This design comes from an exercise in tuning for small area and a short achievable clock period on the open sky130 flow, not from production work.
The RTL was checked by simulation tests, not by an equivalence proof against the original design.
Power is estimated from default activity; no workload was simulated.

==> design/flow/flow/resyn.sh <==
#!/bin/bash
# resyn.sh IN.v OUT.v LIB : re-maps the combinational logic of a gate netlist
# with ABC (delay-driven mapping, then gate sizing); the flip-flops and tie
# cells stay as they are, with their instance names.
set -euo pipefail
IN=$1; OUT=$2; LIB=$3; D=${RESYN_D:-1500}
DU="-dont_use *probe* -dont_use *lpflow* -dont_use *clkdly* -dont_use *dlygate* -dont_use *dlymetal* -dont_use *ebuf* -dont_use *einv* -dont_use *dlclkp* -dont_use *conb*"
cat > resyn.ys <<EOS
read_liberty -ignore_miss_func $LIB
read_verilog $IN
hierarchy -top $FLOW_TOP
blackbox sky130_fd_sc_hd__dfxtp_1 sky130_fd_sc_hd__edfxtp_1 sky130_fd_sc_hd__conb_1
flatten
opt_clean -purge
abc -liberty $LIB $DU -script "+strash; dch -f; map -D $D; topo; upsize -D $D; dnsize -D $D; stime"
opt_clean -purge
splitnets
opt_clean -purge
insbuf -buf sky130_fd_sc_hd__buf_1 A X
stat -liberty $LIB
write_verilog -noattr -noexpr -nohex -nodec $OUT
EOS
yosys -s resyn.ys > resyn.log 2>&1
==> design/flow/design.v <==
`default_nettype none
package sample_pkg;
   typedef logic signed [12-1:0] sample_t;
   typedef logic [(12 + 1)-1:0] power_t;
   typedef logic [10-1:0] index_t;
   typedef logic [16-1:0] count_t;
   typedef logic [$clog2(1024):0] frame_len_t;
endpackage
`default_nettype wire
`default_nettype none
package apb_regs_pkg;
   typedef logic [31:0] apb_data_t;
   typedef logic [1:0] ctrl_t;
   typedef enum logic [8-1:0] {
      ADDR_CTRL        = 8'h00,
      ADDR_FRAME_LEN   = 8'h04,
      ADDR_STATUS      = 8'h08,
      ADDR_PEAK_POWER  = 8'h0C,
      ADDR_PEAK_INDEX  = 8'h10,
      ADDR_FRAME_COUNT = 8'h14
   } reg_addr_e;
   localparam int CTRL_ENABLE_BIT = 0;
   localparam int CTRL_IRQ_EN_BIT = 1;
   localparam int STATUS_DONE_BIT = 0;
   localparam int STATUS_BUSY_BIT = 1;
endpackage
`default_nettype wire
`timescale 1ns/1ns
`default_nettype none
module iq_pwr_tree (
   input  wire [10:0] i_xi,
   input  wire        i_si,
   input  wire [10:0] i_xq,
   input  wire        i_sq,
   output wire [12:0] o_r0,
   output wire [12:0] o_r1
);
   wire hs1, hc2;
   assign hs1 = (i_si & i_xi[0]) ^ (i_xi[1] & ~i_xi[0]);
   assign hc2 = (i_si & i_xi[0]) & (i_xi[1] & ~i_xi[0]);
   wire hs3, hc4;
   assign hs3 = (i_sq & i_xq[0]) ^ (i_xq[1] & ~i_xq[0]);
   assign hc4 = (i_sq & i_xq[0]) & (i_xq[1] & ~i_xq[0]);
   wire fs5, fc6;
   assign fs5 = (i_xi[1] & i_xi[0]) ^ (i_si & i_xi[2]) ^ (i_xi[0] & i_xi[2]);
   assign fc6 = ((i_xi[1] & i_xi[0]) & (i_si & i_xi[2])) | ((i_xi[1] & i_xi[0]) & (i_xi[0] & i_xi[2])) | ((i_si & i_xi[2]) & (i_xi[0] & i_xi[2]));
   wire fs7, fc8;
   assign fs7 = (i_xq[1] & i_xq[0]) ^ (i_sq & i_xq[2]) ^ (i_xq[0] & i_xq[2]);
   assign fc8 = ((i_xq[1] & i_xq[0]) & (i_sq & i_xq[2])) | ((i_xq[1] & i_xq[0]) & (i_xq[0] & i_xq[2])) | ((i_sq & i_xq[2]) & (i_xq[0] & i_xq[2]));
   wire fs9, fc10;
   assign fs9 = (i_xi[2] & ~i_xi[1]) ^ (i_si & i_xi[3]) ^ (i_xi[0] & i_xi[3]);
   assign fc10 = ((i_xi[2] & ~i_xi[1]) & (i_si & i_xi[3])) | ((i_xi[2] & ~i_xi[1]) & (i_xi[0] & i_xi[3])) | ((i_si & i_xi[3]) & (i_xi[0] & i_xi[3]));
   wire fs11, fc12;
   assign fs11 = (i_xq[2] & ~i_xq[1]) ^ (i_sq & i_xq[3]) ^ (i_xq[0] & i_xq[3]);
   assign fc12 = ((i_xq[2] & ~i_xq[1]) & (i_sq & i_xq[3])) | ((i_xq[2] & ~i_xq[1]) & (i_xq[0] & i_xq[3])) | ((i_sq & i_xq[3]) & (i_xq[0] & i_xq[3]));
   wire fs13, fc14;
   assign fs13 = (i_xi[2] & i_xi[1]) ^ (i_si & i_xi[4]) ^ (i_xi[0] & i_xi[4]);
   assign fc14 = ((i_xi[2] & i_xi[1]) & (i_si & i_xi[4])) | ((i_xi[2] & i_xi[1]) & (i_xi[0] & i_xi[4])) | ((i_si & i_xi[4]) & (i_xi[0] & i_xi[4]));
   wire hs15, hc16;
   assign hs15 = (i_xi[1] & i_xi[3]) ^ fc10;
   assign hc16 = (i_xi[1] & i_xi[3]) & fc10;
   wire fs17, fc18;
   assign fs17 = (i_xq[2] & i_xq[1]) ^ (i_sq & i_xq[4]) ^ (i_xq[0] & i_xq[4]);
   assign fc18 = ((i_xq[2] & i_xq[1]) & (i_sq & i_xq[4])) | ((i_xq[2] & i_xq[1]) & (i_xq[0] & i_xq[4])) | ((i_sq & i_xq[4]) & (i_xq[0] & i_xq[4]));
   wire hs19, hc20;
   assign hs19 = (i_xq[1] & i_xq[3]) ^ fc12;
   assign hc20 = (i_xq[1] & i_xq[3]) & fc12;
   wire fs21, fc22;
   assign fs21 = (i_xi[3] & ~i_xi[2]) ^ (i_si & i_xi[5]) ^ (i_xi[0] & i_xi[5]);
   assign fc22 = ((i_xi[3] & ~i_xi[2]) & (i_si & i_xi[5])) | ((i_xi[3] & ~i_xi[2]) & (i_xi[0] & i_xi[5])) | ((i_si & i_xi[5]) & (i_xi[0] & i_xi[5]));
   wire fs23, fc24;
   assign fs23 = (i_xi[1] & i_xi[4]) ^ fc14 ^ fs21;
   assign fc24 = ((i_xi[1] & i_xi[4]) & fc14) | ((i_xi[1] & i_xi[4]) & fs21) | (fc14 & fs21);
   wire fs25, fc26;
   assign fs25 = (i_xq[3] & ~i_xq[2]) ^ (i_sq & i_xq[5]) ^ (i_xq[0] & i_xq[5]);
   assign fc26 = ((i_xq[3] & ~i_xq[2]) & (i_sq & i_xq[5])) | ((i_xq[3] & ~i_xq[2]) & (i_xq[0] & i_xq[5])) | ((i_sq & i_xq[5]) & (i_xq[0] & i_xq[5]));
   wire fs27, fc28;
   assign fs27 = (i_xq[1] & i_xq[4]) ^ fc18 ^ fs25;
   assign fc28 = ((i_xq[1] & i_xq[4]) & fc18) | ((i_xq[1] & i_xq[4]) & fs25) | (fc18 & fs25);
   wire fs29, fc30;
   assign fs29 = (i_xi[3] & i_xi[2]) ^ (i_si & i_xi[6]) ^ (i_xi[0] & i_xi[6]);
   assign fc30 = ((i_xi[3] & i_xi[2]) & (i_si & i_xi[6])) | ((i_xi[3] & i_xi[2]) & (i_xi[0] & i_xi[6])) | ((i_si & i_xi[6]) & (i_xi[0] & i_xi[6]));
   wire fs31, fc32;
   assign fs31 = (i_xi[1] & i_xi[5]) ^ (i_xi[2] & i_xi[4]) ^ fc22;
   assign fc32 = ((i_xi[1] & i_xi[5]) & (i_xi[2] & i_xi[4])) | ((i_xi[1] & i_xi[5]) & fc22) | ((i_xi[2] & i_xi[4]) & fc22);
   wire hs33, hc34;
   assign hs33 = fs29 ^ fc24;
   assign hc34 = fs29 & fc24;
   wire fs35, fc36;
   assign fs35 = (i_xq[3] & i_xq[2]) ^ (i_sq & i_xq[6]) ^ (i_xq[0] & i_xq[6]);
   assign fc36 = ((i_xq[3] & i_xq[2]) & (i_sq & i_xq[6])) | ((i_xq[3] & i_xq[2]) & (i_xq[0] & i_xq[6])) | ((i_sq & i_xq[6]) & (i_xq[0] & i_xq[6]));
   wire fs37, fc38;
   assign fs37 = (i_xq[1] & i_xq[5]) ^ (i_xq[2] & i_xq[4]) ^ fc26;
   assign fc38 = ((i_xq[1] & i_xq[5]) & (i_xq[2] & i_xq[4])) | ((i_xq[1] & i_xq[5]) & fc26) | ((i_xq[2] & i_xq[4]) & fc26);
   wire hs39, hc40;
   assign hs39 = fs35 ^ fc28;
   assign hc40 = fs35 & fc28;
   wire fs41, fc42;
   assign fs41 = (i_xi[4] & ~i_xi[3]) ^ (i_si & i_xi[7]) ^ (i_xi[0] & i_xi[7]);
   assign fc42 = ((i_xi[4] & ~i_xi[3]) & (i_si & i_xi[7])) | ((i_xi[4] & ~i_xi[3]) & (i_xi[0] & i_xi[7])) | ((i_si & i_xi[7]) & (i_xi[0] & i_xi[7]));
   wire fs43, fc44;
   assign fs43 = (i_xi[1] & i_xi[6]) ^ (i_xi[2] & i_xi[5]) ^ fc30;
   assign fc44 = ((i_xi[1] & i_xi[6]) & (i_xi[2] & i_xi[5])) | ((i_xi[1] & i_xi[6]) & fc30) | ((i_xi[2] & i_xi[5]) & fc30);
   wire fs45, fc46;
   assign fs45 = fs41 ^ fc32 ^ fs43;
   assign fc46 = (fs41 & fc32) | (fs41 & fs43) | (fc32 & fs43);
   wire fs47, fc48;
   assign fs47 = (i_xq[4] & ~i_xq[3]) ^ (i_sq & i_xq[7]) ^ (i_xq[0] & i_xq[7]);
   assign fc48 = ((i_xq[4] & ~i_xq[3]) & (i_sq & i_xq[7])) | ((i_xq[4] & ~i_xq[3]) & (i_xq[0] & i_xq[7])) | ((i_sq & i_xq[7]) & (i_xq[0] & i_xq[7]));
   wire fs49, fc50;
   assign fs49 = (i_xq[1] & i_xq[6]) ^ (i_xq[2] & i_xq[5]) ^ fc36;
   assign fc50 = ((i_xq[1] & i_xq[6]) & (i_xq[2] & i_xq[5])) | ((i_xq[1] & i_xq[6]) & fc36) | ((i_xq[2] & i_xq[5]) & fc36);
   wire fs51, fc52;
   assign fs51 = fs47 ^ fc38 ^ fs49;
   assign fc52 = (fs47 & fc38) | (fs47 & fs49) | (fc38 & fs49);
   wire fs53, fc54;
   assign fs53 = (i_xi[4] & i_xi[3]) ^ (i_si & i_xi[8]) ^ (i_xi[0] & i_xi[8]);
   assign fc54 = ((i_xi[4] & i_xi[3]) & (i_si & i_xi[8])) | ((i_xi[4] & i_xi[3]) & (i_xi[0] & i_xi[8])) | ((i_si & i_xi[8]) & (i_xi[0] & i_xi[8]));
   wire fs55, fc56;
   assign fs55 = (i_xi[1] & i_xi[7]) ^ (i_xi[2] & i_xi[6]) ^ (i_xi[3] & i_xi[5]);
   assign fc56 = ((i_xi[1] & i_xi[7]) & (i_xi[2] & i_xi[6])) | ((i_xi[1] & i_xi[7]) & (i_xi[3] & i_xi[5])) | ((i_xi[2] & i_xi[6]) & (i_xi[3] & i_xi[5]));
   wire fs57, fc58;
   assign fs57 = fc42 ^ fs53 ^ fs55;
   assign fc58 = (fc42 & fs53) | (fc42 & fs55) | (fs53 & fs55);
   wire hs59, hc60;
   assign hs59 = fc44 ^ fs57;
   assign hc60 = fc44 & fs57;
   wire fs61, fc62;
   assign fs61 = (i_xq[4] & i_xq[3]) ^ (i_sq & i_xq[8]) ^ (i_xq[0] & i_xq[8]);
   assign fc62 = ((i_xq[4] & i_xq[3]) & (i_sq & i_xq[8])) | ((i_xq[4] & i_xq[3]) & (i_xq[0] & i_xq[8])) | ((i_sq & i_xq[8]) & (i_xq[0] & i_xq[8]));
   wire fs63, fc64;
   assign fs63 = (i_xq[1] & i_xq[7]) ^ (i_xq[2] & i_xq[6]) ^ (i_xq[3] & i_xq[5]);
   assign fc64 = ((i_xq[1] & i_xq[7]) & (i_xq[2] & i_xq[6])) | ((i_xq[1] & i_xq[7]) & (i_xq[3] & i_xq[5])) | ((i_xq[2] & i_xq[6]) & (i_xq[3] & i_xq[5]));
   wire fs65, fc66;
   assign fs65 = fc48 ^ fs61 ^ fs63;
   assign fc66 = (fc48 & fs61) | (fc48 & fs63) | (fs61 & fs63);
   wire hs67, hc68;
   assign hs67 = fc50 ^ fs65;
   assign hc68 = fc50 & fs65;
   wire fs69, fc70;
   assign fs69 = (i_xi[5] & ~i_xi[4]) ^ (i_si & i_xi[9]) ^ (i_xi[0] & i_xi[9]);
   assign fc70 = ((i_xi[5] & ~i_xi[4]) & (i_si & i_xi[9])) | ((i_xi[5] & ~i_xi[4]) & (i_xi[0] & i_xi[9])) | ((i_si & i_xi[9]) & (i_xi[0] & i_xi[9]));
   wire fs71, fc72;
   assign fs71 = (i_xi[1] & i_xi[8]) ^ (i_xi[2] & i_xi[7]) ^ (i_xi[3] & i_xi[6]);
   assign fc72 = ((i_xi[1] & i_xi[8]) & (i_xi[2] & i_xi[7])) | ((i_xi[1] & i_xi[8]) & (i_xi[3] & i_xi[6])) | ((i_xi[2] & i_xi[7]) & (i_xi[3] & i_xi[6]));
   wire fs73, fc74;
   assign fs73 = fc54 ^ fc56 ^ fs69;
   assign fc74 = (fc54 & fc56) | (fc54 & fs69) | (fc56 & fs69);
   wire fs75, fc76;
   assign fs75 = fs71 ^ fc58 ^ fs73;
   assign fc76 = (fs71 & fc58) | (fs71 & fs73) | (fc58 & fs73);
   wire fs77, fc78;
   assign fs77 = (i_xq[5] & ~i_xq[4]) ^ (i_sq & i_xq[9]) ^ (i_xq[0] & i_xq[9]);
   assign fc78 = ((i_xq[5] & ~i_xq[4]) & (i_sq & i_xq[9])) | ((i_xq[5] & ~i_xq[4]) & (i_xq[0] & i_xq[9])) | ((i_sq & i_xq[9]) & (i_xq[0] & i_xq[9]));
   wire fs79, fc80;
   assign fs79 = (i_xq[1] & i_xq[8]) ^ (i_xq[2] & i_xq[7]) ^ (i_xq[3] & i_xq[6]);
   assign fc80 = ((i_xq[1] & i_xq[8]) & (i_xq[2] & i_xq[7])) | ((i_xq[1] & i_xq[8]) & (i_xq[3] & i_xq[6])) | ((i_xq[2] & i_xq[7]) & (i_xq[3] & i_xq[6]));
   wire fs81, fc82;
   assign fs81 = fc62 ^ fc64 ^ fs77;
   assign fc82 = (fc62 & fc64) | (fc62 & fs77) | (fc64 & fs77);
   wire fs83, fc84;
   assign fs83 = fs79 ^ fc66 ^ fs81;
   assign fc84 = (fs79 & fc66) | (fs79 & fs81) | (fc66 & fs81);
   wire [11:0] low_A;
   assign low_A = {1'b0, hc60, fc46, hc34, fs31, hc16, fs13, fc6, hc2, (i_si & i_xi[1]), 1'b0, (i_xi[0] ^ i_si)} + {1'b0, fs75, hs59, fs45, hs33, fs23, hs15, fs9, fs5, hs1, 1'b0, 1'b0};
   wire [11:0] low_B;
   assign low_B = {1'b0, hc68, fc52, hc40, fs37, hc20, fs17, fc8, hc4, (i_sq & i_xq[1]), 1'b0, (i_xq[0] ^ i_sq)} + {1'b0, fs83, hs67, fs51, hs39, fs27, hs19, fs11, fs7, hs3, 1'b0, 1'b0};
   wire fs85, fc86;
   assign fs85 = (i_xi[5] & i_xi[4]) ^ (i_si & i_xi[10]) ^ (i_xi[0] & i_xi[10]);
   assign fc86 = ((i_xi[5] & i_xi[4]) & (i_si & i_xi[10])) | ((i_xi[5] & i_xi[4]) & (i_xi[0] & i_xi[10])) | ((i_si & i_xi[10]) & (i_xi[0] & i_xi[10]));
   wire fs87, fc88;
   assign fs87 = (i_xi[1] & i_xi[9]) ^ (i_xi[2] & i_xi[8]) ^ (i_xi[3] & i_xi[7]);
   assign fc88 = ((i_xi[1] & i_xi[9]) & (i_xi[2] & i_xi[8])) | ((i_xi[1] & i_xi[9]) & (i_xi[3] & i_xi[7])) | ((i_xi[2] & i_xi[8]) & (i_xi[3] & i_xi[7]));
   wire fs89, fc90;
   assign fs89 = (i_xi[4] & i_xi[6]) ^ (i_xq[5] & i_xq[4]) ^ (i_sq & i_xq[10]);
   assign fc90 = ((i_xi[4] & i_xi[6]) & (i_xq[5] & i_xq[4])) | ((i_xi[4] & i_xi[6]) & (i_sq & i_xq[10])) | ((i_xq[5] & i_xq[4]) & (i_sq & i_xq[10]));
   wire fs91, fc92;
   assign fs91 = (i_xq[0] & i_xq[10]) ^ (i_xq[1] & i_xq[9]) ^ (i_xq[2] & i_xq[8]);
   assign fc92 = ((i_xq[0] & i_xq[10]) & (i_xq[1] & i_xq[9])) | ((i_xq[0] & i_xq[10]) & (i_xq[2] & i_xq[8])) | ((i_xq[1] & i_xq[9]) & (i_xq[2] & i_xq[8]));
   wire fs93, fc94;
   assign fs93 = (i_xq[3] & i_xq[7]) ^ (i_xq[4] & i_xq[6]) ^ fc70;
   assign fc94 = ((i_xq[3] & i_xq[7]) & (i_xq[4] & i_xq[6])) | ((i_xq[3] & i_xq[7]) & fc70) | ((i_xq[4] & i_xq[6]) & fc70);
   wire fs95, fc96;
   assign fs95 = fc72 ^ fc78 ^ fc80;
   assign fc96 = (fc72 & fc78) | (fc72 & fc80) | (fc78 & fc80);
   wire fs97, fc98;
   assign fs97 = fs85 ^ fs87 ^ fs89;
   assign fc98 = (fs85 & fs87) | (fs85 & fs89) | (fs87 & fs89);
   wire fs99, fc100;
   assign fs99 = fs91 ^ fc74 ^ fc82;
   assign fc100 = (fs91 & fc74) | (fs91 & fc82) | (fc74 & fc82);
   wire fs101, fc102;
   assign fs101 = fs93 ^ fs95 ^ fs97;
   assign fc102 = (fs93 & fs95) | (fs93 & fs97) | (fs95 & fs97);
   wire fs103, fc104;
   assign fs103 = fs99 ^ fc76 ^ fc84;
   assign fc104 = (fs99 & fc76) | (fs99 & fc84) | (fc76 & fc84);
   wire fs105, fc106;
   assign fs105 = fs101 ^ fs103 ^ low_A[11];
   assign fc106 = (fs101 & fs103) | (fs101 & low_A[11]) | (fs103 & low_A[11]);
   wire fs107, fc108;
   assign fs107 = (i_xi[6] & ~i_xi[5]) ^ (i_xi[1] & i_xi[10]) ^ (i_xi[2] & i_xi[9]);
   assign fc108 = ((i_xi[6] & ~i_xi[5]) & (i_xi[1] & i_xi[10])) | ((i_xi[6] & ~i_xi[5]) & (i_xi[2] & i_xi[9])) | ((i_xi[1] & i_xi[10]) & (i_xi[2] & i_xi[9]));
   wire fs109, fc110;
   assign fs109 = (i_xi[3] & i_xi[8]) ^ (i_xi[4] & i_xi[7]) ^ (i_xq[6] & ~i_xq[5]);
   assign fc110 = ((i_xi[3] & i_xi[8]) & (i_xi[4] & i_xi[7])) | ((i_xi[3] & i_xi[8]) & (i_xq[6] & ~i_xq[5])) | ((i_xi[4] & i_xi[7]) & (i_xq[6] & ~i_xq[5]));
   wire fs111, fc112;
   assign fs111 = (i_xq[1] & i_xq[10]) ^ (i_xq[2] & i_xq[9]) ^ (i_xq[3] & i_xq[8]);
   assign fc112 = ((i_xq[1] & i_xq[10]) & (i_xq[2] & i_xq[9])) | ((i_xq[1] & i_xq[10]) & (i_xq[3] & i_xq[8])) | ((i_xq[2] & i_xq[9]) & (i_xq[3] & i_xq[8]));
   wire fs113, fc114;
   assign fs113 = (i_xq[4] & i_xq[7]) ^ fc86 ^ fc88;
   assign fc114 = ((i_xq[4] & i_xq[7]) & fc86) | ((i_xq[4] & i_xq[7]) & fc88) | (fc86 & fc88);
   wire fs115, fc116;
   assign fs115 = fc90 ^ fc92 ^ fs107;
   assign fc116 = (fc90 & fc92) | (fc90 & fs107) | (fc92 & fs107);
   wire fs117, fc118;
   assign fs117 = fs109 ^ fs111 ^ fc94;
   assign fc118 = (fs109 & fs111) | (fs109 & fc94) | (fs111 & fc94);
   wire fs119, fc120;
   assign fs119 = fc96 ^ fc98 ^ fs113;
   assign fc120 = (fc96 & fc98) | (fc96 & fs113) | (fc98 & fs113);
   wire fs121, fc122;
   assign fs121 = fs115 ^ fc100 ^ fs117;
   assign fc122 = (fs115 & fc100) | (fs115 & fs117) | (fc100 & fs117);
   wire fs123, fc124;
   assign fs123 = fs119 ^ fc102 ^ fc104;
   assign fc124 = (fs119 & fc102) | (fs119 & fc104) | (fc102 & fc104);
   wire hs125, hc126;
   assign hs125 = fs121 ^ fs123;
   assign hc126 = fs121 & fs123;
   wire fs127, fc128;
   assign fs127 = (i_xi[6] & i_xi[5]) ^ (i_xi[2] & i_xi[10]) ^ (i_xi[3] & i_xi[9]);
   assign fc128 = ((i_xi[6] & i_xi[5]) & (i_xi[2] & i_xi[10])) | ((i_xi[6] & i_xi[5]) & (i_xi[3] & i_xi[9])) | ((i_xi[2] & i_xi[10]) & (i_xi[3] & i_xi[9]));
   wire fs129, fc130;
   assign fs129 = (i_xi[4] & i_xi[8]) ^ (i_xi[5] & i_xi[7]) ^ (i_xq[6] & i_xq[5]);
   assign fc130 = ((i_xi[4] & i_xi[8]) & (i_xi[5] & i_xi[7])) | ((i_xi[4] & i_xi[8]) & (i_xq[6] & i_xq[5])) | ((i_xi[5] & i_xi[7]) & (i_xq[6] & i_xq[5]));
   wire fs131, fc132;
   assign fs131 = (i_xq[2] & i_xq[10]) ^ (i_xq[3] & i_xq[9]) ^ (i_xq[4] & i_xq[8]);
   assign fc132 = ((i_xq[2] & i_xq[10]) & (i_xq[3] & i_xq[9])) | ((i_xq[2] & i_xq[10]) & (i_xq[4] & i_xq[8])) | ((i_xq[3] & i_xq[9]) & (i_xq[4] & i_xq[8]));
   wire fs133, fc134;
   assign fs133 = (i_xq[5] & i_xq[7]) ^ fc108 ^ fc110;
   assign fc134 = ((i_xq[5] & i_xq[7]) & fc108) | ((i_xq[5] & i_xq[7]) & fc110) | (fc108 & fc110);
   wire fs135, fc136;
   assign fs135 = fc112 ^ fs127 ^ fs129;
   assign fc136 = (fc112 & fs127) | (fc112 & fs129) | (fs127 & fs129);
   wire fs137, fc138;
   assign fs137 = fs131 ^ fc114 ^ fc116;
   assign fc138 = (fs131 & fc114) | (fs131 & fc116) | (fc114 & fc116);
   wire fs139, fc140;
   assign fs139 = fs133 ^ fs135 ^ fc118;
   assign fc140 = (fs133 & fs135) | (fs133 & fc118) | (fs135 & fc118);
   wire fs141, fc142;
   assign fs141 = fc120 ^ fs137 ^ fs139;
   assign fc142 = (fc120 & fs137) | (fc120 & fs139) | (fs137 & fs139);
   wire fs143, fc144;
   assign fs143 = fc122 ^ fc124 ^ fs141;
   assign fc144 = (fc122 & fc124) | (fc122 & fs141) | (fc124 & fs141);
   wire fs145, fc146;
   assign fs145 = (i_xi[7] & ~i_xi[6]) ^ (i_xi[3] & i_xi[10]) ^ (i_xi[4] & i_xi[9]);
   assign fc146 = ((i_xi[7] & ~i_xi[6]) & (i_xi[3] & i_xi[10])) | ((i_xi[7] & ~i_xi[6]) & (i_xi[4] & i_xi[9])) | ((i_xi[3] & i_xi[10]) & (i_xi[4] & i_xi[9]));
   wire fs147, fc148;
   assign fs147 = (i_xi[5] & i_xi[8]) ^ (i_xq[7] & ~i_xq[6]) ^ (i_xq[3] & i_xq[10]);
   assign fc148 = ((i_xi[5] & i_xi[8]) & (i_xq[7] & ~i_xq[6])) | ((i_xi[5] & i_xi[8]) & (i_xq[3] & i_xq[10])) | ((i_xq[7] & ~i_xq[6]) & (i_xq[3] & i_xq[10]));
   wire fs149, fc150;
   assign fs149 = (i_xq[4] & i_xq[9]) ^ (i_xq[5] & i_xq[8]) ^ fc128;
   assign fc150 = ((i_xq[4] & i_xq[9]) & (i_xq[5] & i_xq[8])) | ((i_xq[4] & i_xq[9]) & fc128) | ((i_xq[5] & i_xq[8]) & fc128);
   wire fs151, fc152;
   assign fs151 = fc130 ^ fc132 ^ fs145;
   assign fc152 = (fc130 & fc132) | (fc130 & fs145) | (fc132 & fs145);
   wire fs153, fc154;
   assign fs153 = fs147 ^ fc134 ^ fc136;
   assign fc154 = (fs147 & fc134) | (fs147 & fc136) | (fc134 & fc136);
   wire fs155, fc156;
   assign fs155 = fs149 ^ fs151 ^ fc138;
   assign fc156 = (fs149 & fs151) | (fs149 & fc138) | (fs151 & fc138);
   wire fs157, fc158;
   assign fs157 = fs153 ^ fc140 ^ fs155;
   assign fc158 = (fs153 & fc140) | (fs153 & fs155) | (fc140 & fs155);
   wire hs159, hc160;
   assign hs159 = fc142 ^ fs157;
   assign hc160 = fc142 & fs157;
   wire fs161, fc162;
   assign fs161 = (i_xi[7] & i_xi[6]) ^ (i_xi[4] & i_xi[10]) ^ (i_xi[5] & i_xi[9]);
   assign fc162 = ((i_xi[7] & i_xi[6]) & (i_xi[4] & i_xi[10])) | ((i_xi[7] & i_xi[6]) & (i_xi[5] & i_xi[9])) | ((i_xi[4] & i_xi[10]) & (i_xi[5] & i_xi[9]));
   wire fs163, fc164;
   assign fs163 = (i_xi[6] & i_xi[8]) ^ (i_xq[7] & i_xq[6]) ^ (i_xq[4] & i_xq[10]);
   assign fc164 = ((i_xi[6] & i_xi[8]) & (i_xq[7] & i_xq[6])) | ((i_xi[6] & i_xi[8]) & (i_xq[4] & i_xq[10])) | ((i_xq[7] & i_xq[6]) & (i_xq[4] & i_xq[10]));
   wire fs165, fc166;
   assign fs165 = (i_xq[5] & i_xq[9]) ^ (i_xq[6] & i_xq[8]) ^ fc146;
   assign fc166 = ((i_xq[5] & i_xq[9]) & (i_xq[6] & i_xq[8])) | ((i_xq[5] & i_xq[9]) & fc146) | ((i_xq[6] & i_xq[8]) & fc146);
   wire fs167, fc168;
   assign fs167 = fc148 ^ fs161 ^ fs163;
   assign fc168 = (fc148 & fs161) | (fc148 & fs163) | (fs161 & fs163);
   wire fs169, fc170;
   assign fs169 = fc150 ^ fc152 ^ fs165;
   assign fc170 = (fc150 & fc152) | (fc150 & fs165) | (fc152 & fs165);
   wire fs171, fc172;
   assign fs171 = fs167 ^ fc154 ^ fs169;
   assign fc172 = (fs167 & fc154) | (fs167 & fs169) | (fc154 & fs169);
   wire fs173, fc174;
   assign fs173 = fc156 ^ fs171 ^ fc158;
   assign fc174 = (fc156 & fs171) | (fc156 & fc158) | (fs171 & fc158);
   wire fs175, fc176;
   assign fs175 = (i_xi[8] & ~i_xi[7]) ^ (i_xi[5] & i_xi[10]) ^ (i_xi[6] & i_xi[9]);
   assign fc176 = ((i_xi[8] & ~i_xi[7]) & (i_xi[5] & i_xi[10])) | ((i_xi[8] & ~i_xi[7]) & (i_xi[6] & i_xi[9])) | ((i_xi[5] & i_xi[10]) & (i_xi[6] & i_xi[9]));
   wire fs177, fc178;
   assign fs177 = (i_xq[8] & ~i_xq[7]) ^ (i_xq[5] & i_xq[10]) ^ (i_xq[6] & i_xq[9]);
   assign fc178 = ((i_xq[8] & ~i_xq[7]) & (i_xq[5] & i_xq[10])) | ((i_xq[8] & ~i_xq[7]) & (i_xq[6] & i_xq[9])) | ((i_xq[5] & i_xq[10]) & (i_xq[6] & i_xq[9]));
   wire fs179, fc180;
   assign fs179 = fc162 ^ fc164 ^ fs175;
   assign fc180 = (fc162 & fc164) | (fc162 & fs175) | (fc164 & fs175);
   wire fs181, fc182;
   assign fs181 = fs177 ^ fc166 ^ fc168;
   assign fc182 = (fs177 & fc166) | (fs177 & fc168) | (fc166 & fc168);
   wire fs183, fc184;
   assign fs183 = fs179 ^ fc170 ^ fs181;
   assign fc184 = (fs179 & fc170) | (fs179 & fs181) | (fc170 & fs181);
   wire hs185, hc186;
   assign hs185 = fc172 ^ fs183;
   assign hc186 = fc172 & fs183;
   wire fs187, fc188;
   assign fs187 = (i_xi[8] & i_xi[7]) ^ (i_xi[6] & i_xi[10]) ^ (i_xi[7] & i_xi[9]);
   assign fc188 = ((i_xi[8] & i_xi[7]) & (i_xi[6] & i_xi[10])) | ((i_xi[8] & i_xi[7]) & (i_xi[7] & i_xi[9])) | ((i_xi[6] & i_xi[10]) & (i_xi[7] & i_xi[9]));
   wire fs189, fc190;
   assign fs189 = (i_xq[8] & i_xq[7]) ^ (i_xq[6] & i_xq[10]) ^ (i_xq[7] & i_xq[9]);
   assign fc190 = ((i_xq[8] & i_xq[7]) & (i_xq[6] & i_xq[10])) | ((i_xq[8] & i_xq[7]) & (i_xq[7] & i_xq[9])) | ((i_xq[6] & i_xq[10]) & (i_xq[7] & i_xq[9]));
   wire fs191, fc192;
   assign fs191 = fc176 ^ fc178 ^ fs187;
   assign fc192 = (fc176 & fc178) | (fc176 & fs187) | (fc178 & fs187);
   wire fs193, fc194;
   assign fs193 = fs189 ^ fc180 ^ fs191;
   assign fc194 = (fs189 & fc180) | (fs189 & fs191) | (fc180 & fs191);
   wire fs195, fc196;
   assign fs195 = fc182 ^ fs193 ^ fc184;
   assign fc196 = (fc182 & fs193) | (fc182 & fc184) | (fs193 & fc184);
   wire fs197, fc198;
   assign fs197 = (i_xi[9] & ~i_xi[8]) ^ (i_xi[7] & i_xi[10]) ^ (i_xq[9] & ~i_xq[8]);
   assign fc198 = ((i_xi[9] & ~i_xi[8]) & (i_xi[7] & i_xi[10])) | ((i_xi[9] & ~i_xi[8]) & (i_xq[9] & ~i_xq[8])) | ((i_xi[7] & i_xi[10]) & (i_xq[9] & ~i_xq[8]));
   wire fs199, fc200;
   assign fs199 = (i_xq[7] & i_xq[10]) ^ fc188 ^ fc190;
   assign fc200 = ((i_xq[7] & i_xq[10]) & fc188) | ((i_xq[7] & i_xq[10]) & fc190) | (fc188 & fc190);
   wire fs201, fc202;
   assign fs201 = fs197 ^ fc192 ^ fs199;
   assign fc202 = (fs197 & fc192) | (fs197 & fs199) | (fc192 & fs199);
   wire hs203, hc204;
   assign hs203 = fs201 ^ fc194;
   assign hc204 = fs201 & fc194;
   wire fs205, fc206;
   assign fs205 = (i_xi[9] & i_xi[8]) ^ (i_xi[8] & i_xi[10]) ^ (i_xq[9] & i_xq[8]);
   assign fc206 = ((i_xi[9] & i_xi[8]) & (i_xi[8] & i_xi[10])) | ((i_xi[9] & i_xi[8]) & (i_xq[9] & i_xq[8])) | ((i_xi[8] & i_xi[10]) & (i_xq[9] & i_xq[8]));
   wire fs207, fc208;
   assign fs207 = (i_xq[8] & i_xq[10]) ^ fc198 ^ fs205;
   assign fc208 = ((i_xq[8] & i_xq[10]) & fc198) | ((i_xq[8] & i_xq[10]) & fs205) | (fc198 & fs205);
   wire fs209, fc210;
   assign fs209 = fc200 ^ fs207 ^ fc202;
   assign fc210 = (fc200 & fs207) | (fc200 & fc202) | (fs207 & fc202);
   wire fs211, fc212;
   assign fs211 = (i_xi[10] & ~i_xi[9]) ^ (i_xq[10] & ~i_xq[9]) ^ fc206;
   assign fc212 = ((i_xi[10] & ~i_xi[9]) & (i_xq[10] & ~i_xq[9])) | ((i_xi[10] & ~i_xi[9]) & fc206) | ((i_xq[10] & ~i_xq[9]) & fc206);
   wire hs213, hc214;
   assign hs213 = fc208 ^ fs211;
   assign hc214 = fc208 & fs211;
   wire fs215, fc216;
   assign fs215 = (i_xi[10] & i_xi[9]) ^ (i_xq[10] & i_xq[9]) ^ fc212;
   assign fc216 = ((i_xi[10] & i_xi[9]) & (i_xq[10] & i_xq[9])) | ((i_xi[10] & i_xi[9]) & fc212) | ((i_xq[10] & i_xq[9]) & fc212);
   assign o_r0 = {1'b0, fc216, hc214, fc210, hc204, fc196, hc186, fc174, hc160, fc144, hc126, fc106, low_B[11]};
   assign o_r1 = {1'b0, 1'b0, fs215, hs213, fs209, hs203, fs195, hs185, fs173, hs159, fs143, hs125, fs105};
endmodule
module iq_power (
   input  wire                 clk,
   input  wire                 i_rst_n,
   input  wire                 i_valid,
   output logic                o_ready,
   input  wire sample_pkg::sample_t i_i,
   input  wire sample_pkg::sample_t i_q,
   output logic                o_pwr_valid,
   input  wire                 i_pwr_ready,
   output logic [10:0]         o_xi,
   output logic                o_si,
   output logic [10:0]         o_xq,
   output logic                o_sq
);
   logic take;
   assign o_ready = i_pwr_ready | ~o_pwr_valid;
   assign take    = i_valid & o_ready;
   always_ff @(posedge clk) begin
      if (!i_rst_n) begin
         o_pwr_valid <= 1'b0;
      end else if (take) begin
         o_pwr_valid <= 1'b1;
      end else if (i_pwr_ready) begin
         o_pwr_valid <= 1'b0;
      end
   end
   always_ff @(posedge clk) begin
      if (o_ready) begin
         o_xi <= i_i[10:0] ^ {11{i_i[11]}};
         o_si <= i_i[11];
         o_xq <= i_q[10:0] ^ {11{i_q[11]}};
         o_sq <= i_q[11];
      end
   end
endmodule
`default_nettype wire
`timescale 1ns/1ns
`default_nettype none
module frame_arg_max (
   input  wire                     clk,
   input  wire                     i_rst_n,
   input  wire                     i_enable,
   input  wire sample_pkg::frame_len_t i_frame_len,
   input  wire                     i_pwr_valid,
   output logic                    o_pwr_ready,
   input  wire [10:0]              i_xi,
   input  wire                     i_si,
   input  wire [10:0]              i_xq,
   input  wire                     i_sq,
   output logic                    o_res_valid,
   output sample_pkg::power_t      o_peak_power,
   output sample_pkg::index_t      o_peak_index,
   input  wire                     i_res_busy,
   output logic                    o_busy
);
   logic                   hold_q;
   logic                   hold_d;
   logic                   infr_q;      
   logic                   infr_d;
   logic                   res_d;
   sample_pkg::index_t     cnt_q;
   sample_pkg::index_t     cnt_inc;
   sample_pkg::index_t     len_q;
   sample_pkg::index_t     cur_len;
   logic                   first;
   logic                   take;
   logic                   last;
   logic                   lag_v_q;
   logic                   lag_first_q;
   sample_pkg::index_t     lag_idx_q;
   logic [12:0]            r0, r1;
   logic [12:0]            lag_r0_q, lag_r1_q;
   sample_pkg::power_t     lag_pwr;
   logic [12:0]            s1, c1, nm;
   logic [13:0]            s2, c2, gt_sum;
   logic                   gt;
   sample_pkg::power_t     max_q;
   sample_pkg::index_t     idx_q;
   sample_pkg::power_t     max_d;
   sample_pkg::index_t     idx_d;
   logic                   upd;
   assign o_pwr_ready = i_enable & ~hold_q;
   assign take        = i_pwr_valid & o_pwr_ready;
   assign first   = ~infr_q;
   assign cnt_inc = cnt_q + 1'b1;
   assign cur_len = first ? i_frame_len[10-1:0] : len_q;
   assign last    = (cnt_inc == cur_len);
   always_comb begin
      hold_d = hold_q;
      infr_d = infr_q;
      res_d  = 1'b0;
      if (hold_q) begin
         if (!i_res_busy) begin
            hold_d = 1'b0;
            res_d  = 1'b1;
         end
      end else if (take) begin
         infr_d = ~last;
         if (last) begin
            if (i_res_busy || o_res_valid) begin
               hold_d = 1'b1;
            end else begin
               res_d  = 1'b1;
            end
         end
      end
   end
   always_ff @(posedge clk) begin
      if (!i_rst_n) begin
         hold_q      <= 1'b0;
         infr_q      <= 1'b0;
         o_busy      <= 1'b0;
         cnt_q       <= '0;
         o_res_valid <= 1'b0;
         lag_v_q     <= 1'b0;
      end else begin
         hold_q      <= hold_d;
         infr_q      <= infr_d;
         o_busy      <= hold_d | infr_d;
         o_res_valid <= res_d;
         lag_v_q     <= take;
         if (take) begin
            cnt_q <= last ? '0 : cnt_inc;
         end
      end
   end
   always_ff @(posedge clk) begin
      if (take && first) begin
         len_q <= i_frame_len[10-1:0];
      end
   end
   iq_pwr_tree tree0 (
      .i_xi (i_xi),
      .i_si (i_si),
      .i_xq (i_xq),
      .i_sq (i_sq),
      .o_r0 (r0),
      .o_r1 (r1)
   );
   always_ff @(posedge clk) begin
      lag_r0_q    <= r0;
      lag_r1_q    <= r1;
      lag_idx_q   <= cnt_q;
      lag_first_q <= first;
   end
   assign s1 = lag_r0_q;
   assign c1 = lag_r1_q;
   assign lag_pwr = s1 + c1;
   assign nm = ~max_q;
   assign s2 = {1'b0, s1 ^ c1 ^ nm};
   assign c2 = {(s1 & c1) | (s1 & nm) | (c1 & nm), 1'b0};
   assign gt_sum = s2 + c2;
   assign gt     = gt_sum[13];
   assign upd   = lag_v_q & (lag_first_q | gt);
   assign max_d = upd ? lag_pwr : max_q;
   assign idx_d = upd ? lag_idx_q : idx_q;
   always_ff @(posedge clk) begin
      max_q <= max_d;
      idx_q <= idx_d;
   end
   assign o_peak_power = max_d;
   assign o_peak_index = idx_d;
endmodule
`default_nettype wire
`timescale 1ns/1ns
`default_nettype none
module peak_apb_regs (
   input  wire                      clk,
   input  wire                      i_rst_n,
   input  wire                      i_psel,
   input  wire                      i_penable,
   input  wire                      i_pwrite,
   input  wire logic [8-1:0]  i_paddr,
   input  wire apb_regs_pkg::apb_data_t i_pwdata,
   output apb_regs_pkg::apb_data_t  o_prdata,
   output logic                     o_pready,
   output logic                     o_pslverr,
   output logic                     o_enable,
   output sample_pkg::frame_len_t   o_frame_len,
   input  wire                      i_res_valid,
   input  wire sample_pkg::power_t  i_peak_power,
   input  wire sample_pkg::index_t  i_peak_index,
   input  wire                      i_busy,
   output logic                     o_res_busy,
   output logic                     o_irq
);
   apb_regs_pkg::ctrl_t      ctrl_q;
   sample_pkg::frame_len_t frame_len_q;
   logic       done_q;
   logic       irq_q;
   sample_pkg::power_t     peak_power_q;
   sample_pkg::index_t     peak_index_q;
   sample_pkg::count_t     frame_count_q;
   logic       access;
   logic [5:0] sel_d;
   logic [5:0] sel_q;
   logic       unmapped_q;
   logic       write_q;
   logic       clamp_q;
   logic       wr;
   apb_regs_pkg::apb_data_t  rdata;
   localparam int FL_W = $clog2(1024) + 1;
   assign sel_d[0] = (i_paddr == 8'h00);
   assign sel_d[1] = (i_paddr == 8'h04);
   assign sel_d[2] = (i_paddr == 8'h08);
   assign sel_d[3] = (i_paddr == 8'h0C);
   assign sel_d[4] = (i_paddr == 8'h10);
   assign sel_d[5] = (i_paddr == 8'h14);
   always_ff @(posedge clk) begin
      sel_q      <= sel_d;
      unmapped_q <= ~|sel_d;
      write_q    <= i_pwrite;
      clamp_q    <= (i_pwdata == '0) || (i_pwdata > 1024);
   end
   assign access = i_psel & i_penable;
   assign wr     = access & write_q;
   always_comb begin
      rdata = '0;
      rdata[1:0]   = rdata[1:0]   | ({2{sel_q[0]}} & ctrl_q);
      rdata[10:0]  = rdata[10:0]  | ({11{sel_q[1]}} & frame_len_q);
      rdata[1:0]   = rdata[1:0]   | ({2{sel_q[2]}} & {i_busy, done_q});
      rdata[12:0]  = rdata[12:0]  | ({13{sel_q[3]}} & peak_power_q);
      rdata[9:0]   = rdata[9:0]   | ({10{sel_q[4]}} & peak_index_q);
      rdata[15:0]  = rdata[15:0]  | ({16{sel_q[5]}} & frame_count_q);
   end
   assign o_prdata  = rdata;
   assign o_pready  = 1'b1;
   assign o_pslverr = unmapped_q;
   always_ff @(posedge clk) begin
      if (!i_rst_n) begin
         ctrl_q        <= '0;
         frame_len_q   <= 1024;
         done_q        <= 1'b0;
         irq_q         <= 1'b0;
         frame_count_q <= '0;
      end else begin
         irq_q <= done_q & ctrl_q[apb_regs_pkg::CTRL_IRQ_EN_BIT];
         if (wr && sel_q[0]) begin
            ctrl_q <= i_pwdata[1:0];
         end
         if (wr && sel_q[1]) begin
            frame_len_q <= clamp_q ? FL_W'(1024) : i_pwdata[FL_W-1:0];
         end
         if (i_res_valid) begin
            done_q        <= 1'b1;
            frame_count_q <= frame_count_q + 1'b1;
         end else if (wr && sel_q[2] && i_pwdata[apb_regs_pkg::STATUS_DONE_BIT]) begin
            done_q <= 1'b0;
         end
      end
   end
   always_ff @(posedge clk) begin
      if (i_res_valid) begin
         peak_power_q <= i_peak_power;
         peak_index_q <= i_peak_index;
      end
   end
   assign o_enable    = ctrl_q[apb_regs_pkg::CTRL_ENABLE_BIT];
   assign o_frame_len = frame_len_q;
   assign o_res_busy  = done_q;
   assign o_irq       = irq_q;
endmodule
`default_nettype wire
`timescale 1ns/1ns
`default_nettype none
module peak_search_top (
   input  wire                      clk,
   input  wire                      i_rst_n,
   input  wire                      i_s_valid,
   output wire                      o_s_ready,
   input  wire sample_pkg::sample_t i_s_i,
   input  wire sample_pkg::sample_t i_s_q,
   input  wire                      i_psel,
   input  wire                      i_penable,
   input  wire                      i_pwrite,
   input  wire logic [8-1:0]  i_paddr,
   input  wire apb_regs_pkg::apb_data_t i_pwdata,
   output wire apb_regs_pkg::apb_data_t o_prdata,
   output wire                      o_pready,
   output wire                      o_pslverr,
   output wire                      o_irq
);
   logic       enable;
   sample_pkg::frame_len_t frame_len;
   logic       res_valid;
   sample_pkg::power_t     peak_power;
   sample_pkg::index_t     peak_index;
   logic       res_busy;
   logic       busy;
   logic       pwr_valid;
   logic       pwr_ready;
   logic [10:0] pwr_xi;
   logic        pwr_si;
   logic [10:0] pwr_xq;
   logic        pwr_sq;
   iq_power power0 (
      .clk     (clk),
      .i_rst_n (i_rst_n),
      .i_valid (i_s_valid),
      .o_ready (o_s_ready),
      .i_i     (i_s_i),
      .i_q     (i_s_q),
      .o_pwr_valid (pwr_valid),
      .i_pwr_ready (pwr_ready),
      .o_xi    (pwr_xi),
      .o_si    (pwr_si),
      .o_xq    (pwr_xq),
      .o_sq    (pwr_sq)
   );
   frame_arg_max search0 (
      .clk           (clk),
      .i_rst_n       (i_rst_n),
      .i_enable      (enable),
      .i_frame_len   (frame_len),
      .i_pwr_valid   (pwr_valid),
      .o_pwr_ready   (pwr_ready),
      .i_xi          (pwr_xi),
      .i_si          (pwr_si),
      .i_xq          (pwr_xq),
      .i_sq          (pwr_sq),
      .o_res_valid   (res_valid),
      .o_peak_power  (peak_power),
      .o_peak_index  (peak_index),
      .i_res_busy    (res_busy),
      .o_busy        (busy)
   );
   peak_apb_regs regs0 (
      .clk           (clk),
      .i_rst_n       (i_rst_n),
      .i_psel        (i_psel),
      .i_penable     (i_penable),
      .i_pwrite      (i_pwrite),
      .i_paddr       (i_paddr),
      .i_pwdata      (i_pwdata),
      .o_prdata      (o_prdata),
      .o_pready      (o_pready),
      .o_pslverr     (o_pslverr),
      .o_enable      (enable),
      .o_frame_len   (frame_len),
      .i_res_valid   (res_valid),
      .i_peak_power  (peak_power),
      .i_peak_index  (peak_index),
      .i_busy        (busy),
      .o_res_busy    (res_busy),
      .o_irq         (o_irq)
   );
endmodule
`default_nettype wire
==> design/flow/config.mk <==
export PLATFORM = sky130hd
export DESIGN_NAME = peak_search_top
export DESIGN_NICKNAME = peak_search_top
export VERILOG_FILES = /design/flow/design.v
export SDC_FILE = /design/flow/constraint.sdc
export NUM_CORES = 4
export LEC_CHECK = 0
export CAP_MARGIN = 20
export CORE_MARGIN = 2
export CORE_UTILIZATION = 60
export CTS_BUF_LIST = sky130_fd_sc_hd__clkbuf_4 sky130_fd_sc_hd__clkbuf_8
export CTS_CLUSTER_SIZE = 30
export SETUP_SLACK_MARGIN = 4.5
export SLEW_MARGIN = 20
==> design/flow/standard.sh <==
#!/bin/bash
# synth_recipe.tcl (not shown) runs the flow's synth.tcl, then flattens the netlist and writes it again
# the make line also repeats each setting of config.mk as NAME=value (left out here)
make -C /OpenROAD-flow-scripts/flow DESIGN_CONFIG=/design/flow/config.mk WORK_HOME=/design/flow/orfs CLKGATE_MAP_FILE= SYNTH_SCRIPT=/design/flow/synth_recipe.tcl "${@:-finish}"
==> design/flow/flow/cutff.py <==
#!/usr/bin/env python3
# Turns a gate netlist combinational: each flip-flop's Q becomes an input and
# its D (and DE) an output, named after the instance. Usage: cutff.py in.v out.v
import re, sys
text = open(sys.argv[1]).read()
m = re.search(r"^(.*?)module (\w+)\((.*?)\);\n(.*?)\nendmodule", text, re.S)
pre, name, portlist, body = m.groups()
newports, decls = [], []
def repl(cm):
    t, inst, pins = cm.group(1), cm.group(2), cm.group(3)
    if not re.search(r"__(dfxtp|edfxtp|dfrtp|dfstp|dfxbp|dfrbp|dfsbp|dfbbp|dfbbn|dfrtn|edfxbp)_", t):
        return cm.group(0)
    pd = dict((p, n.strip()) for p, n in re.findall(r"\.(\w+)\(([^()]*)\)", pins))
    key = re.sub(r"[^A-Za-z0-9_]", "_", inst)
    out = []
    for p, n in pd.items():
        if p in ("CLK", "CLK_N"):
            continue
        nn = n + " " if n.startswith("\\") else n
        if p in ("Q", "Q_N"):
            port = f"ffq_{p}_{key}"
            newports.append(port); decls.append(f"  input {port};")
            out.append(f"  assign {nn} = {port};")
        else:
            port = f"ffd_{p}_{key}"
            newports.append(port); decls.append(f"  output {port};")
            out.append(f"  assign {port} = {nn};")
    return "\n".join(out) + "\n"
body = re.sub(r"\s*(sky130_fd_sc_hd__\w+)\s+(\S+)\s*\((.*?)\);\n", repl, body + "\n", flags=re.S)
open(sys.argv[2], "w").write(pre + f"module {name}({portlist}, {', '.join(newports)});\n" + "\n".join(decls) + "\n" + body + "\nendmodule\n")
==> design/flow/constraint.sdc <==
create_clock -name core_clock -period 7.5 [get_ports {clk}]
set_input_delay 1.5000 -clock core_clock [delete_from_list [all_inputs] [get_ports {clk}]]
set_output_delay 1.5000 -clock core_clock [all_outputs]
set_load 0.01 [all_outputs]
==> design/flow/flow/run.sh <==
#!/bin/bash
# Own layout flow: the standard synthesis; its combinational logic re-mapped
# by ABC for delay (resyn.sh: flip-flops and their names untouched); the
# re-mapped netlist is used only if ABC proves it equivalent to the standard
# one (flip-flops cut into inputs and outputs, a combinational miter); then
# the standard layout with plain buffers (buf_1) on the ports.
set -euo pipefail
R=orfs/results/sky130hd/peak_search_top/base
LIB=$FLOW_HOME/platforms/sky130hd/lib/sky130_fd_sc_hd__tt_025C_1v80.lib
bash standard.sh synth > standard_synth.log 2>&1
cp $R/1_2_yosys.v synth_netlist.v
echo "standard netlist kept" > resyn_used.log
if RESYN_D=${RESYN_D:-1800} bash flow/resyn.sh synth_netlist.v resyn_netlist.v $LIB \
   && python3 flow/cutff.py synth_netlist.v eq_gold.v > cutff.log 2>&1 \
   && python3 flow/cutff.py resyn_netlist.v eq_gate.v >> cutff.log 2>&1; then
  cat > miter.ys <<EOS
read_liberty -ignore_miss_func $LIB
read_verilog eq_gold.v
rename $FLOW_TOP gold
read_verilog eq_gate.v
rename $FLOW_TOP gate
flatten
miter -equiv -flatten gold gate m
hierarchy -top m
opt_clean
techmap
opt -fast
aigmap
write_aiger -zinit miter.aig
EOS
  if yosys -s miter.ys > miter.log 2>&1 \
     && yosys-abc -c "read miter.aig; strash; print_stats; iprove" > cec.log 2>&1 \
     && grep -q "^UNSATISFIABLE" cec.log; then
    echo "re-mapped netlist proven equivalent, used" > resyn_used.log
    cp resyn_netlist.v $R/1_2_yosys.v
    touch $R/1_2_yosys.v
    rm -f $R/1_synth.odb $R/1_synth.sdc
  fi
fi
bash standard.sh BUFFER_PORTS_ARGS="-buffer_cell sky130_fd_sc_hd__buf_1" finish > standard_flow.log 2>&1
==> flow_metrics.tcl, run 1 <==
set metrics [dict create \
    postCtsHoldBufs 0 \
    syn_avg_cell_area_um2 7.13 \
    worst_pin_slew_ns 0.878 \
    rsz0062_at_grt "yes" \
    antenna_found_initial 0 \
    finish.instance_area_um2 12100 \
    start_kind "flip-flop" \
    critPathKind "flip-flop to primary output" \
    crit_required_ns 6.00 \
    area_delta_synth_final_pct 15.2 \
    worstSetupPathDepth 3 \
    period_share 0.395 \
    wl_met2_um 14000 \
    vdd_drop_max_mv 0.147 \
    first_iter_violations 623 \
    ys_warn_count 3 \
    slew_viol_final 0 \
    dr_wl_met3_um 1650 \
    cp.buffers_inverters 1 \
    track_usage 0.298 \
    synth_cells 1470 \
    firstDrtPassIters 7 \
    outcome "timing/DRC/antenna clean" \
    finalClockSkew_ns 0.0178 \
    regToRegEndpoint "search0.lag_r1_q[2]" \
    postRouteWirelength_um 27900 \
    root_buffer "clkbuf_8" \
    grt_pass1_vias 9205 \
    grt.overflow.total 0 \
    place_area_um2 11100 \
    num_rows 48 \
    drc 0 \
    power.density_nw_per_um2 268 \
    timing.setup.tns_ns 0 \
    critPathMaxStageDelay_ns 0.42 \
    hold_path.class "flip-flop to flip-flop" \
    cts.reportedPaths.clkPinSlew_ns 0.10 \
    die_area_um2 18500 \
    worst_setup_path_end_kind "primary output" \
    crit_family "flip-flops" \
    coreArea_um2 17200 \
    arrival_ns 1.46 \
    die_w_um 136 \
    viasPerCell 5.51 \
    cts_buffers 17 \
    post-route-worst-setup-slack_ns 4.54 \
    worstRegToRegCells 12 \
    timing.rr.start "power0.o_xq[7]" \
    clk_path_buf_depth 2 \
    die_y_um 136 \
    drive_above_1_share 0.0957 \
    antennaDiodeCount 0 \
    crit_chain "a22oi_1 > nand2_1 > buf_1" \
    pre_cts_slack_ns 4.40 \
    vias 10300 \
    hold_end "search0.lag_idx_q[4]" \
    clock-sinks 170 \
    h-tree-depth 4 \
    dp_hpwl_um 20500 \
    slowest_stage "dfxtp_4" \
    clock_latency_ns 0.48 \
    maxCapViolCount 0 \
    hold_path_depth 0 \
    start_util 0.610 \
    setup_viol 0 \
    antenna_left 0 \
    power_leakage_nw 4.94 \
    worstPathMaxFanout 13 \
    pin_count 106 \
    netlist_area_um2 10500 \
    wl_met1_um 11000 \
    globalplace.congestion 0.965 \
    max_freq_mhz 338 \
    relSlewSlack 0.413 \
    layout.nets 1698 \
    reg2reg_slack_ns 4.60 \
    io_buffers 88 \
    cts_tree "built" \
    post-route-min-period_ns 2.96 \
    grt_max_degree 36 \
    wl_per_cell_um 15.0 \
    dr.max_layer_used "met4" \
    grt_pass1_wl_um 43300 \
    final_hold_viol_count 0 \
    hp-start "search0.cnt_q[4]" \
]
## worst register-to-register path: stages (launching register included)
cell      delay (ns)
edfxtp_1        0.51
inv_2           0.18
nor2_2          0.25
nand2_1         0.10
nand2_1         0.09
a22o_1          0.26
nand2_1         0.08
nand2_1         0.08
nand3_1         0.18
a22o_1          0.29
and2_1          0.21
a21boi_2        0.22
xnor3_1         0.32
## worst max path at each step
stage	from	to	slack (ns)
after floorplan	search0.o_res_valid	regs0.frame_count_q[15]	4.64
after global placement	i_psel	regs0.frame_len_q[10]	4.42
after detailed placement	i_psel	regs0.frame_len_q[10]	4.40
after CTS	regs0.sel_q[5]	o_prdata[11]	4.47
after global routing	regs0.sel_q[5]	o_prdata[11]	4.46
final	regs0.sel_q[5]	o_prdata[5]	4.54
## sequential cells by signal (all words and copies together) (netlist names), 11 cells and up
signal	flops
search0.lag_r1_q	11
search0.max_q	13
regs0.peak_power_q	13
search0.lag_r0_q	12
power0.o_xi	11
power0.o_xq	11
regs0.frame_count_q	16
regs0.frame_len_q	11
## power breakdown
| group | internal (mW) | switching [mW] | total, mW |
|---|---|---|---|
| clock network | 0.353 | 0.384 | 0.737 |
| registers | 1.04 | 0.0642 | 1.10 |
| logic | 0.552 | 0.849 | 1.40 |
## repair_timing
item,4_1_cts,5_1_grt
gates resized for setup,18,25
pin swaps,3,4
setup endpoints to repair,23,32
setup buffers,4,40
cloned,1,1
## per-stage QoR
step / cells / power (mW) / utilization / hold WS [ns]
floorplan: 1487 / 2.18 / - / 0.355
finish: 1866 / 3.24 / 0.703 / 0.369
global route: 1866 / 3.47 / 0.703 / 0.371
detailed placement: 1788 / 2.45 / 0.648 / 0.362
CTS: 1825 / 3.19 / 0.681 / 0.366
global placement: 1788 / 2.42 / 0.648 / 0.363
## layout by cell type (no fill, tap or decap), types with 39 or more instances in the layout
cell	count
a21oi_1	50
a22oi_1	39
buf_1	87
buf_4	47
clkinv_1	140
dfxtp_1	107
edfxtp_1	57
nand2_1	407
nand3_1	46
nor2_1	175
o21ai_0	69
xnor2_1	40
xor2_1	95
## metal layers
layer	track usage	up-vias
li1	-	5162
met1	0.339	4640
met2	0.543	374
met3	0.0537	97
met4	0.134	0
met5	0	-
## area by class of cell
cell class	instances	area [um2]
Fill cell	1506	5090
Clock buffer	18	248
Multi-Input combinational cell	1132	5960
Clock inverter	14	204
Timing Repair Buffer	137	737
Tap cell	225	282
Sequential cell	170	3980
Inverter	170	667
==> inputs of run 2 (changes only) <==
--- a/design/flow/flow/run.sh
+++ b/design/flow/flow/run.sh
@@ -12,3 +12,3 @@
 echo "standard netlist kept" > resyn_used.log
-if RESYN_D=${RESYN_D:-1800} bash flow/resyn.sh synth_netlist.v resyn_netlist.v $LIB \
+if RESYN_D=${RESYN_D:-2000} bash flow/resyn.sh synth_netlist.v resyn_netlist.v $LIB \
    && python3 flow/cutff.py synth_netlist.v eq_gold.v > cutff.log 2>&1 \
==> run 2 against run 1 <==
  * Still clean
  * Worst hold slack improved by 0.016 ns
  * First-iteration DRC count decreased by 9.3%
  * Count of clock-buffer cells in the layout down 1
  * Synthesized area fell by 0.38%
  * Clock power down 11%
==> flow_metrics.tcl, run 2 <==
set metrics [dict create \
    outcome "timing/DRC/antenna clean" \
    worst_setup_path_end_kind "flip-flop" \
    num_rows 48 \
    vdd_drop_max_mv 0.152 \
    vias 9997 \
    die_area_um2 18500 \
    pin_count 106 \
    dp_hpwl_um 19300 \
    hold_end "search0.lag_idx_q[0]" \
    critPathKind "flip-flop to flip-flop" \
    utilization 0.718 \
    track_usage 0.281 \
    postCtsHoldBufs 0 \
    root_buffer "clkbuf_8" \
    crit_chain "buf_4 > nand2_1 > nor2_1 > o21ai_0 > clkinv_1 > or2_2 > nand2_1 > xnor2_1 > nand2_1 > a22o_1 > nand2_1 > xor2_2 > xnor2_1 > xor2_1" \
    seqCellArea_um2 3990 \
    crit_family "simple AND/OR/NAND/NOR gates" \
    grt_pass1_vias 8601 \
    fill_cells 1400 \
    finalClockSkew_ns 0.0160 \
    io_buffers 88 \
    antenna_found_initial 0 \
    clock-sinks 170 \
    power.density_nw_per_um2 256 \
    start_util 0.608 \
    globalplace.congestion 0.910 \
    h-tree-depth 4 \
    layout_commonest_cell "nand2_1" \
    die_w_um 136 \
    syn_avg_cell_area_um2 7.03 \
    power_leakage_nw 4.98 \
    drc 0 \
    drive_above_1_share 0.122 \
    cts_buffers 17 \
    hold_path_depth 0 \
    cts.reportedPaths.clkPinSlew_ns 0.11 \
    synth_cells 1485 \
    antennaDiodeCount 0 \
    ys_warn_count 3 \
    regToRegEndpoint "search0.lag_r1_q[0]" \
    largest_register_ffs 16 \
    largest_registers "regs0.frame_count_q: 16 flops, regs0.peak_power_q: 13 flops, search0.max_q: 13 flops" \
    cts_tree "built" \
    rsz0062_at_grt "yes" \
    first_iter_violations 565 \
    max_freq_mhz 335 \
    viasPerCell 5.27 \
    grt_max_degree 28 \
    layout.nets 1728 \
    setup_viol 0 \
    post-route-min-period_ns 2.99 \
    clock_latency_ns 0.47 \
    hp-start "search0.cnt_q[0]" \
    timing.rr.start "power0.o_xq[7]" \
    period_share 0.398 \
    worstRegToRegCells 14 \
    hold_path.class "flip-flop to flip-flop" \
    antenna_left 0 \
    grt_pass1_wl_um 40700 \
    arrival_ns 3.35 \
    layout_common_cells "371 x nand2_1, 212 x nor2_1, 173 x clkinv_1" \
    multiInputGateArea_um2 5970 \
    slew_viol_final 0 \
    maxCapViolCount 0 \
    grt.overflow.total 0 \
    top_register "regs0.frame_count_q" \
    critPathMaxStageDelay_ns 0.45 \
    netlist_area_um2 10400 \
    firstDrtPassIters 7 \
    wl_per_cell_um 13.8 \
    crit_required_ns 7.86 \
    worst_pin_slew_ns 0.899 \
    hold-worst-slack_ns 0.385 \
    cp.buffers_inverters 2 \
    cp_common_cell "nand2_1" \
    timing.setup.tns_ns 0 \
    slowest_stage "edfxtp_1" \
    worstPathMaxFanout 5 \
    relSlewSlack 0.399 \
    postRouteWirelength_um 26200 \
    reg2reg_slack_ns 4.51 \
    coreArea_um2 17200 \
    area_delta_synth_final_pct 18.1 \
    start_kind "flip-flop" \
    clk_path_buf_depth 2 \
    final_hold_viol_count 0 \
    die_y_um 136 \
]
run 2: worst register-to-register path, cell delays in order, from the launching register on:
cell and delay [ns]:
edfxtp_1 0.45, buf_4 0.18, nand2_1 0.15, nor2_1 0.09, o21ai_0 0.25, clkinv_1 0.14, or2_2 0.30, nand2_1 0.08
xnor2_1 0.18, nand2_1 0.18, a22o_1 0.27, nand2_1 0.12, xor2_2 0.21, xnor2_1 0.12, xor2_1 0.17
run 2: metal layers:
| metal | vias up | global-route usage | wire length (um) |
|---|---|---|---|
| met5 | - | 0 | 0 |
| met4 | 0 | 0.105 | 917 |
| met3 | 61 | 0.0410 | 1420 |
| met2 | 347 | 0.518 | 13200 |
| met1 | 4423 | 0.329 | 10700 |
| li1 | 5166 | - | - |
run 2: worst max path at each step:
stage | cells past startpoint | from | endpoint | slack [ns]
2_1_floorplan | 14 | power0.o_xi[3] | search0.lag_r1_q[4] | 4.78
3_3_place_gp | 8 | i_rst_n | search0.cnt_q[8] | 4.03
3_5_place_dp | 8 | i_rst_n | search0.cnt_q[8] | 4.04
4_1_cts | 13 | power0.o_xq[7] | search0.lag_r0_q[0] | 4.43
5_1_grt | 14 | power0.o_xq[7] | search0.lag_r1_q[0] | 4.36
6_report | 14 | power0.o_xq[7] | search0.lag_r1_q[0] | 4.51
run 2: per-stage QoR:
| stage | setup slack [ns] | cells | total power, mW | area [um2] |
|---|---|---|---|---|
| final | 4.51 | 1896 | 3.16 | 12300 |
| after global placement | 4.03 | 1803 | 2.36 | 11100 |
| after detailed placement | 4.04 | 1803 | 2.38 | 11100 |
| after global routing | 4.36 | 1896 | 3.38 | 12300 |
| after floorplan | 4.78 | 1503 | 2.15 | 10500 |
| after CTS | 4.43 | 1844 | 3.05 | 11700 |
run 2: report_power, final:
part           internal [mW]  switching, mW  leakage, nW
combinational          0.564          0.845         3.32
clock                  0.255          0.400        0.207
sequential              1.04         0.0532         1.45
total                   1.86           1.30         4.98
run 2: final cells by class:
class	count	share of cell area
Inverter	201	0.0657
Timing Repair Buffer	151	0.0701
Clock buffer	17	0.0190
Sequential cell	170	0.323
Multi-Input combinational cell	1117	0.484
Tap cell	225	0.0228
Clock inverter	15	0.0146
run 2: repair_timing:
item,in CTS,in global routing
pin swaps,3,9
endpoints found under the setup margin,41,51
endpoints found under the hold margin,0,0
gates resized for setup,28,72
gates cloned,2,0
buffers inserted,7,52
==> inputs of run 3 (changes only) <==
--- a/design/flow/flow/run.sh
+++ b/design/flow/flow/run.sh
@@ -12,3 +12,3 @@
 echo "standard netlist kept" > resyn_used.log
-if RESYN_D=${RESYN_D:-2000} bash flow/resyn.sh synth_netlist.v resyn_netlist.v $LIB \
+if RESYN_D=${RESYN_D:-1800} bash flow/resyn.sh synth_netlist.v resyn_netlist.v $LIB \
    && python3 flow/cutff.py synth_netlist.v eq_gold.v > cutff.log 2>&1 \
@@ -39,2 +39,2 @@
 fi
-bash standard.sh BUFFER_PORTS_ARGS="-buffer_cell sky130_fd_sc_hd__buf_1" finish > standard_flow.log 2>&1
+bash standard.sh BUFFER_PORTS_ARGS="-buffer_cell sky130_fd_sc_hd__buf_1" MATCH_CELL_FOOTPRINT=0 finish > standard_flow.log 2>&1
==> run 3 against run 2 <==
  * Non-clock buffer count decreased by 21
  * Via count is 2.5% higher
  * Synthesized area increased by 0.38%
  * Clock power is 12% higher
  * Wire length rose by 5.7%
  * Critical path depth fell by 11
  * Clock skew decreased by 0.0016 ns
  * Largest power group unchanged
  * Highest routed layer is now met5
==> flow_metrics.tcl, run 3 <==
set metrics [dict create \
    timing.rr.start "power0.o_xq[7]" \
    post-route-min-period_ns 2.95 \
    worst_pin_slew_ns 0.871 \
    grt.overflow.total 0 \
    hold-worst-slack_ns 0.368 \
    outcome "timing/DRC/antenna clean" \
    slew_viol_final 0 \
    clock-sinks 170 \
    combPwrFrac 0.431 \
    critPathKind "flip-flop to primary output" \
    cts_tree "built" \
    relSlewSlack 0.417 \
    layout_commonest_cell "nand2_1" \
    start_util 0.610 \
    pin_count 106 \
    hp-start "search0.cnt_q[4]" \
    regToRegEndpoint "search0.lag_r1_q[2]" \
    clk_path_buf_depth 2 \
    viasPerCell 5.51 \
    final_hold_viol_count 0 \
    h-tree-depth 4 \
    track_usage 0.299 \
    setup_viol 0 \
    layout_common_cells "407 x nand2_1, 175 x nor2_1, 140 x clkinv_1" \
    postRouteWirelength_um 27700 \
    root_buffer "clkbuf_8" \
    vias 10200 \
    power.density_nw_per_um2 269 \
    grt_pass1_vias 9202 \
    internal_power_mw 1.94 \
    netlist_area_um2 10500 \
    max_freq_mhz 339 \
    first_iter_violations 631 \
    drive_above_1_share 0.0912 \
    rsz0062_at_grt "yes" \
    num_rows 48 \
    hold_end "search0.lag_idx_q[4]" \
    ys_warn_count 3 \
    die_w_um 136 \
    firstDrtPassIters 6 \
    period_share 0.394 \
    hold_path_depth 0 \
    clock_latency_ns 0.47 \
    dp_hpwl_um 20500 \
    wl_per_cell_um 14.9 \
    worstRegToRegCells 12 \
    maxCapViolCount 0 \
    grt_pass1_wl_um 43400 \
    io_buffers 88 \
    layout.nets 1691 \
    vdd_drop_max_mv 0.146 \
    finalClockSkew_ns 0.0144 \
    die_y_um 136 \
    antenna_found_initial 1 \
    antennaDiodeCount 0 \
    top_register "regs0.frame_count_q" \
    timing.setup.tns_ns 0 \
    coreArea_um2 17200 \
    grt_max_degree 36 \
    worstPathMaxFanout 13 \
    die_area_um2 18500 \
    worst_setup_path_end_kind "primary output" \
    antenna_left 0 \
    area_delta_synth_final_pct 14.6 \
    arrival_ns 1.45 \
    crit_required_ns 6.00 \
    syn_avg_cell_area_um2 7.13 \
    switchingPower_mw 1.29 \
    globalplace.congestion 0.965 \
    start_kind "flip-flop" \
    hold_path.class "flip-flop to flip-flop" \
    swShare 0.400 \
    cts.reportedPaths.clkPinSlew_ns 0.10 \
    cts_buffers 17 \
    largest_register_ffs 16 \
    reg2reg_slack_ns 4.60 \
    synth_cells 1470 \
    largest_registers "regs0.frame_count_q: 16 flops, regs0.peak_power_q: 13 flops, search0.max_q: 13 flops" \
    power_leakage_nw 4.90 \
    drc 0 \
    seqPwrFrac 0.342 \
    power.share.clock 0.227 \
]
-- run 3: layout make-up --
type / instances / area (um2)
well taps: 225 / 282
clock buffers: 18 / 248
flip-flops and latches: 170 / 3980
inverters: 170 / 666
repair buffers: 130 / 676
multi-input cells: 1132 / 5960
clock inverters: 14 / 204
fillers: 1512 / 5160
-- run 3: through the flow --
step                worst slack (ns)  utilization  area, um2  instances  power (mW)
finish                          4.55        0.700      12000       1859        3.23
global placement                4.42        0.648      11100       1788        2.42
CTS                             4.47        0.680      11700       1825        3.19
global route                    4.46        0.700      12000       1859        3.46
floorplan                       4.64            -      10600       1487        2.18
detailed placement              4.40        0.648      11100       1788        2.45
-- run 3: power groups by stage --
stage	logic, mW	registers, mW	clock network (mW)
detailed placement	1.31	1.13	0
CTS	1.34	1.11	0.739
floorplan	1.07	1.11	0
finish	1.39	1.10	0.734
global placement	1.29	1.13	0
global route	1.56	1.12	0.780
-- run 3: worst max path at each step --
stage                                    from                       to  slack [ns]  cells after the start
final                          regs0.sel_q[5]              o_prdata[5]        4.55                      3
after global routing           regs0.sel_q[5]             o_prdata[11]        4.46                      3
after CTS                      regs0.sel_q[5]             o_prdata[11]        4.47                      3
after detailed placement               i_psel    regs0.frame_len_q[10]        4.40                      6
after global placement                 i_psel    regs0.frame_len_q[10]        4.42                      6
after floorplan           search0.o_res_valid  regs0.frame_count_q[15]        4.64                     18
-- run 3: what timing repair did --
item	in CTS	in global routing
hold buffers	0	0
pin swaps	3	4
gates cloned	1	1
resized for setup	18	24
hold endpoints to repair	0	0
setup buffers	4	33
endpoints found under the setup margin	23	32
-- run 3: critical path, stage by stage (launching register included) --
cell,delay (ns)
dfxtp_4,0.42
a22oi_1,0.33
nand2_1,0.10
buf_1,0.14
-- run 3: per-layer routing --
metal	GRT usage	part of all wire	vias up
met3	0.0537	0.062	101
met1	0.339	0.39	4606
met2	0.544	0.50	385
met5	0	0.00043	-
met4	0.134	0.048	2
li1	-	-	5149

==> re-timing with driven ports <==
In the flow no input, the clock included, has a driving cell. The finished layouts below were timed again as built, in two steps.
Step 1 assumes that a clkbuf_16 drives the clock port and a buf_2 every other input.
Step 2 times the ports against the registers' clock, not the clock port: input delays grow and output delays shrink by t, the midpoint of the rising clock arrivals with the driver on.
a / b / c = ideal / step 1 / step 2; a / b = the first two.
run	t, ns	setup slack, ns
run 1	0.508	4.541 / 4.503 / 4.384
run 2	0.508	4.514 / 4.493 / 4.315
run 3	0.503	4.548 / 4.511 / 4.370
After both steps setup and hold are still met in every run listed.
